Background: an optimization exercise with open tools, aiming at small area and a short achievable clock period. Do not read the settings as production practice.
In this exercise RTL edits were held to simulation tests only and were not proved equivalent to the original.
Power is estimated from default activity; no workload was simulated.

Setup of P:
Design reversible_deque, start of the top module:
module reversible_deque (
  input  logic                         clk,
  input  logic                         rst,
  input  logic                         start,
  output logic                         busy,
  input  logic [rdq_pkg::KIND_W-1:0]   kind,
  input  logic [rdq_pkg::CHAR_W-1:0]   char_in,
  input  logic [rdq_pkg::POS_W-1:0]    position,
  output logic                         done,
  output logic [rdq_pkg::CHAR_W-1:0]   data_out,
  output logic [rdq_pkg::STAT_W-1:0]   status,
  output logic [rdq_pkg::LEN_W-1:0]    length
);
  logic [15:0] wf_hi, wf_lo, wb_hi, wb_lo;
  logic [3:0][3:0] rsel;
  logic        rd_ok;
  logic [1:0]  status_now;
  logic [8:0]  fill_now;
  logic [7:0]  rdata;
  logic [1:0]  status_q;
  logic [8:0]  length_q;
  assign busy = 1'b0;
  rdq_ctrl u_ctrl (
    .clk        (clk),
    .rst        (rst),
    .start      (start),
    .kind       (kind),
    .position   (position),
    .wf_hi      (wf_hi),
    .wf_lo      (wf_lo),
    .wb_hi      (wb_hi),
    .wb_lo      (wb_lo),
    .rsel       (rsel),
    .rd_ok      (rd_ok),
    .status_now (status_now),
    .fill_now   (fill_now)
  );
  rdq_store u_store (
    .clk   (clk),
    .wf_hi (wf_hi),
    .wf_lo (wf_lo),
    .wb_hi (wb_hi),
    .wb_lo (wb_lo),
    .wdata (char_in),
    .rsel  (rsel),
    .rd_en (rd_ok),
    .rdata (rdata)
  );
  always_ff @(posedge clk) begin
    if (rst) done <= 1'b0;
    else     done <= start;
  end
  always_ff @(posedge clk) begin
    status_q <= status_now;
    length_q <= fill_now;
  end
  assign data_out = rdata;
  assign status   = status_q;
  assign length   = {2'b00, length_q};
endmodule
For scale: ~5,000 cells after synthesis, roughly 2,100 flip-flops.
==> module rdq_ctrl, before the edit <==
module rdq_ctrl (
  input  logic                         clk,
  input  logic                         rst,
  input  logic                         start,
  input  logic [1:0]                   kind,
  input  logic [9:0]                   position,
  output logic [15:0]                  wf_hi,     
  output logic [15:0]                  wf_lo,     
  output logic [15:0]                  wb_hi,     
  output logic [15:0]                  wb_lo,     
  output logic [3:0][3:0]              rsel,      
  output logic                         rd_ok,
  output logic [1:0]                   status_now,
  output logic [8:0]                   fill_now
);
  logic [7:0] head;    
  logic [7:0] back;    
  logic [8:0] fill;
  logic       rev;
  logic [7:0] rbase;   
  logic       full;
  logic [7:0] head_dec;
  logic       is_push, is_read, phys_back, push_ok;
  assign full     = fill[8];
  assign head_dec = head - 8'd1;
  assign is_push  = kind[0] ^ kind[1];
  assign is_read  = kind[0] & kind[1];
  assign phys_back = kind[1] ^ rev;
  assign push_ok  = is_push & ~full;
  always_comb begin
    for (int h = 0; h < 16; h++) begin
      wf_hi[h] = ~full & (head_dec[7:4] == 4'(h));
      wb_hi[h] = ~full & (back[7:4] == 4'(h));
      wf_lo[h] = (head_dec[3:0] == 4'(h));
      wb_lo[h] = (back[3:0] == 4'(h));
    end
  end
  logic [3:0][3:0]  pd_oh, dsum, dgt;
  logic [3:0][3:0][3:0] dtab;
  logic [3:0]       dgen, dprop;
  logic [3:0]       dcar;
  logic [15:0]      nib_oh, ncar;
  logic [3:0][15:0] ntab;
  logic [3:0]       nsum1;
  always_comb begin
    for (int i = 0; i < 4; i++) begin
      for (int m = 0; m < 4; m++) begin
        pd_oh[i][m] = (position[2*i +: 2] == 2'(m));
        for (int k = 0; k < 4; k++) begin
          dtab[i][k][m] = rev ? (rbase[2*i +: 2] == 2'((k + m + 1) & 3))
                              : (rbase[2*i +: 2] == 2'((k - m) & 3));
        end
        dgt[i][m] = rev ? (rbase[2*i +: 2] > 2'(m)) : (rbase[2*i +: 2] > 2'(3 - m));
      end
      for (int k = 0; k < 4; k++) begin
        dsum[i][k] = |(pd_oh[i] & dtab[i][k]);
      end
      dgen[i]  = |(pd_oh[i] & dgt[i]);
      dprop[i] = dsum[i][3];
    end
    for (int m = 0; m < 16; m++) begin
      nib_oh[m] = (position[3:0] == 4'(m));
      ncar[m]   = 1'b0;
      for (int k = 0; k < 4; k++) ntab[k][m] = 1'b0;
      for (int v = 0; v < 16; v++) begin
        for (int k = 0; k < 4; k++) begin
          if ((((v + m) >> 2) & 3) == k)
            ntab[k][m] = ntab[k][m] | (~rev & (rbase[3:0] == 4'(v)));
          if ((((v + 15 - m) >> 2) & 3) == k)
            ntab[k][m] = ntab[k][m] | (rev & (rbase[3:0] == 4'(v)));
        end
        if (v + m > 15)      ncar[m] = ncar[m] | (~rev & (rbase[3:0] == 4'(v)));
        if (v + 15 - m > 15) ncar[m] = ncar[m] | (rev & (rbase[3:0] == 4'(v)));
      end
    end
    for (int k = 0; k < 4; k++) nsum1[k] = |(nib_oh & ntab[k]);
    dcar[0] = 1'b0;
    dcar[1] = 1'b0;
    dcar[2] = |(nib_oh & ncar);
    dcar[3] = dgen[2] | (dprop[2] & dcar[2]);
    rsel[0] = dsum[0];
    rsel[1] = nsum1;
    for (int i = 2; i < 4; i++) begin
      for (int k = 0; k < 4; k++) begin
        rsel[i][k] = dcar[i] ? dsum[i][(k - 1) & 3] : dsum[i][k];
      end
    end
  end
  logic [3:0] dlt, deq;
  logic       pos_lt;
  always_comb begin
    for (int i = 0; i < 4; i++) begin
      dlt[i] = (position[2*i +: 2] < fill[2*i +: 2]);
      deq[i] = (position[2*i +: 2] == fill[2*i +: 2]);
    end
    pos_lt = dlt[3] | (deq[3] & dlt[2]) | (deq[3] & deq[2] & dlt[1]) |
             (deq[3] & deq[2] & deq[1] & dlt[0]);
  end
  assign rd_ok = is_read & ~position[9] & ~position[8] & (full | pos_lt);
  always_comb begin
    status_now = 2'd0;
    if (is_push & full) status_now = 2'd1;
    if (is_read & ~rd_ok) status_now = 2'd2;
  end
  assign fill_now = push_ok ? fill + 9'd1 : fill;
  logic [7:0] head_nx, back_nx;
  logic       rev_nx;
  always_comb begin
    head_nx = head;
    back_nx = back;
    rev_nx  = rev;
    if (kind == 2'd0) rev_nx = ~rev;
    if (push_ok) begin
      if (phys_back) back_nx = back + 8'd1;
      else           head_nx = head_dec;
    end
  end
  always_ff @(posedge clk) begin
    if (rst) begin
      head  <= '0;
      back  <= '0;
      fill  <= '0;
      rev   <= 1'b0;
      rbase <= '0;
    end else if (start) begin
      fill  <= fill_now;
      head  <= head_nx;
      back  <= back_nx;
      rev   <= rev_nx;
      rbase <= rev_nx ? back_nx : head_nx;
    end
  end
endmodule
export LEC_CHECK = 0
export CAP_MARGIN = 20
export CORE_MARGIN = 2
export CORE_UTILIZATION = 70
export CTS_BUF_LIST = sky130_fd_sc_hd__clkbuf_8 sky130_fd_sc_hd__clkbuf_16
export CTS_CLUSTER_DIAMETER = 70
export CTS_CLUSTER_SIZE = 30
export SETUP_SLACK_MARGIN = 3.0
export SLEW_MARGIN = 20
export TNS_END_PERCENT = 5
create_clock -name core_clock -period 6.0 [get_ports {clk}]
standard.sh (not shown) runs the stock make flow with config.mk's settings and CLKGATE_MAP_FILE= SYNTH_SCRIPT=/design/flow/synth_recipe.tcl, a recipe that flattens the netlist after the stock synthesis.
==> flow/flow/run.sh <==
#!/bin/bash
export BUFFER_PORTS_ARGS="-buffer_cell sky130_fd_sc_hd__buf_4"
export REMOVE_ABC_BUFFERS=1
bash standard.sh > standard.log 2>&1
Input-level comparison between Q and P:
--- a/flow/design.v
+++ b/flow/design.v
@@ -93,11 +93,8 @@
   logic [3:0][3:0]  pd_oh, dsum, dgt;
   logic [3:0][3:0][3:0] dtab;
   logic [3:0]       dgen, dprop;
   logic [3:0]       dcar;
-  logic [15:0]      nib_oh, ncar;
-  logic [3:0][15:0] ntab;
-  logic [3:0]       nsum1;
   always_comb begin
     for (int i = 0; i < 4; i++) begin
       for (int m = 0; m < 4; m++) begin
         pd_oh[i][m] = (position[2*i +: 2] == 2'(m));
@@ -112,31 +109,13 @@
       end
       dgen[i]  = |(pd_oh[i] & dgt[i]);
       dprop[i] = dsum[i][3];
     end
-    for (int m = 0; m < 16; m++) begin
-      nib_oh[m] = (position[3:0] == 4'(m));
-      ncar[m]   = 1'b0;
-      for (int k = 0; k < 4; k++) ntab[k][m] = 1'b0;
-      for (int v = 0; v < 16; v++) begin
-        for (int k = 0; k < 4; k++) begin
-          if ((((v + m) >> 2) & 3) == k)
-            ntab[k][m] = ntab[k][m] | (~rev & (rbase[3:0] == 4'(v)));
-          if ((((v + 15 - m) >> 2) & 3) == k)
-            ntab[k][m] = ntab[k][m] | (rev & (rbase[3:0] == 4'(v)));
-        end
-        if (v + m > 15)      ncar[m] = ncar[m] | (~rev & (rbase[3:0] == 4'(v)));
-        if (v + 15 - m > 15) ncar[m] = ncar[m] | (rev & (rbase[3:0] == 4'(v)));
-      end
-    end
-    for (int k = 0; k < 4; k++) nsum1[k] = |(nib_oh & ntab[k]);
     dcar[0] = 1'b0;
-    dcar[1] = 1'b0;
-    dcar[2] = |(nib_oh & ncar);
-    dcar[3] = dgen[2] | (dprop[2] & dcar[2]);
-    rsel[0] = dsum[0];
-    rsel[1] = nsum1;
-    for (int i = 2; i < 4; i++) begin
+    dcar[1] = dgen[0];
+    dcar[2] = dgen[1] | (dprop[1] & dgen[0]);
+    dcar[3] = dgen[2] | (dprop[2] & dgen[1]) | (dprop[2] & dprop[1] & dgen[0]);
+    for (int i = 0; i < 4; i++) begin
       for (int k = 0; k < 4; k++) begin
         rsel[i][k] = dcar[i] ? dsum[i][(k - 1) & 3] : dsum[i][k];
       end
     end
Findings:
Q against P: total met3 wirelength after detailed routing increased by 19% relative to the old numbers; number of vias in the routed layout decreased 0.74%.
Looking at number of buffers and inverters on the critical path across Q and P, the one that comes out lower is P.
Delta(die outline width, Q - P) < 0
Compared with P, Q shows a higher worst reg2reg path depth.
In the metrics for Q and P, the one carrying the higher maximum fanout along the worst path is P.
Relative to P, the worst setup slack of Q is lower by 0.059 ns.
Relative to P, global router's overall resource usage increased by 2.0 points in Q.
Met3 track demand over resource in global routing: Q and P compared, lower one is P
Clock sink count came out exactly the same in Q and P.
Critical path's slowest cell = sky130_fd_sc_hd__a221oi_1: P; critical path's slowest cell = sky130_fd_sc_hd__a221oi_2: Q
In the metrics for Q and P, the one carrying the lower clock-buffer cell count is Q.
As of Q, total power had fallen slightly compared to P.
Wire length: lower on P
Q and P ended up with nearly the same net switching component of the power.

[afterwards: timing with drivers on the ports]
The results above use ideal ports. As a check the final layouts listed here were re-extracted and re-timed, cells and wires unchanged.
Step 1: set_driving_cell puts a clkbuf_16 on clk and a buf_2 on each other input, an assumption about the parent block.
Step 2 moves the port delays by t, midway between the first and last clock arrival at a register: inputs arrive t later, outputs are due t later. That takes back most of the time a late clock gives input paths.
Slacks: no drivers / after step 1 / after step 2; pairs: no drivers / after step 1.
run | t, ns | slack for setup (ns) | hold slack, ns | slew at the worst register clock pin (ns)
P | 0.843 | 2.587 / 2.573 / 1.770 | 0.529 / 0.529 / 0.529 | 0.12 / 0.12
Q | 0.832 | 2.528 / 2.513 / 1.681 | 0.518 / 0.518 / 0.518 | 0.11 / 0.11
After both steps setup and hold are still met in every run listed. For Q, which loses most, drivers alone change the setup slack by -0.015 ns; drivers and shift together by -0.847 ns.
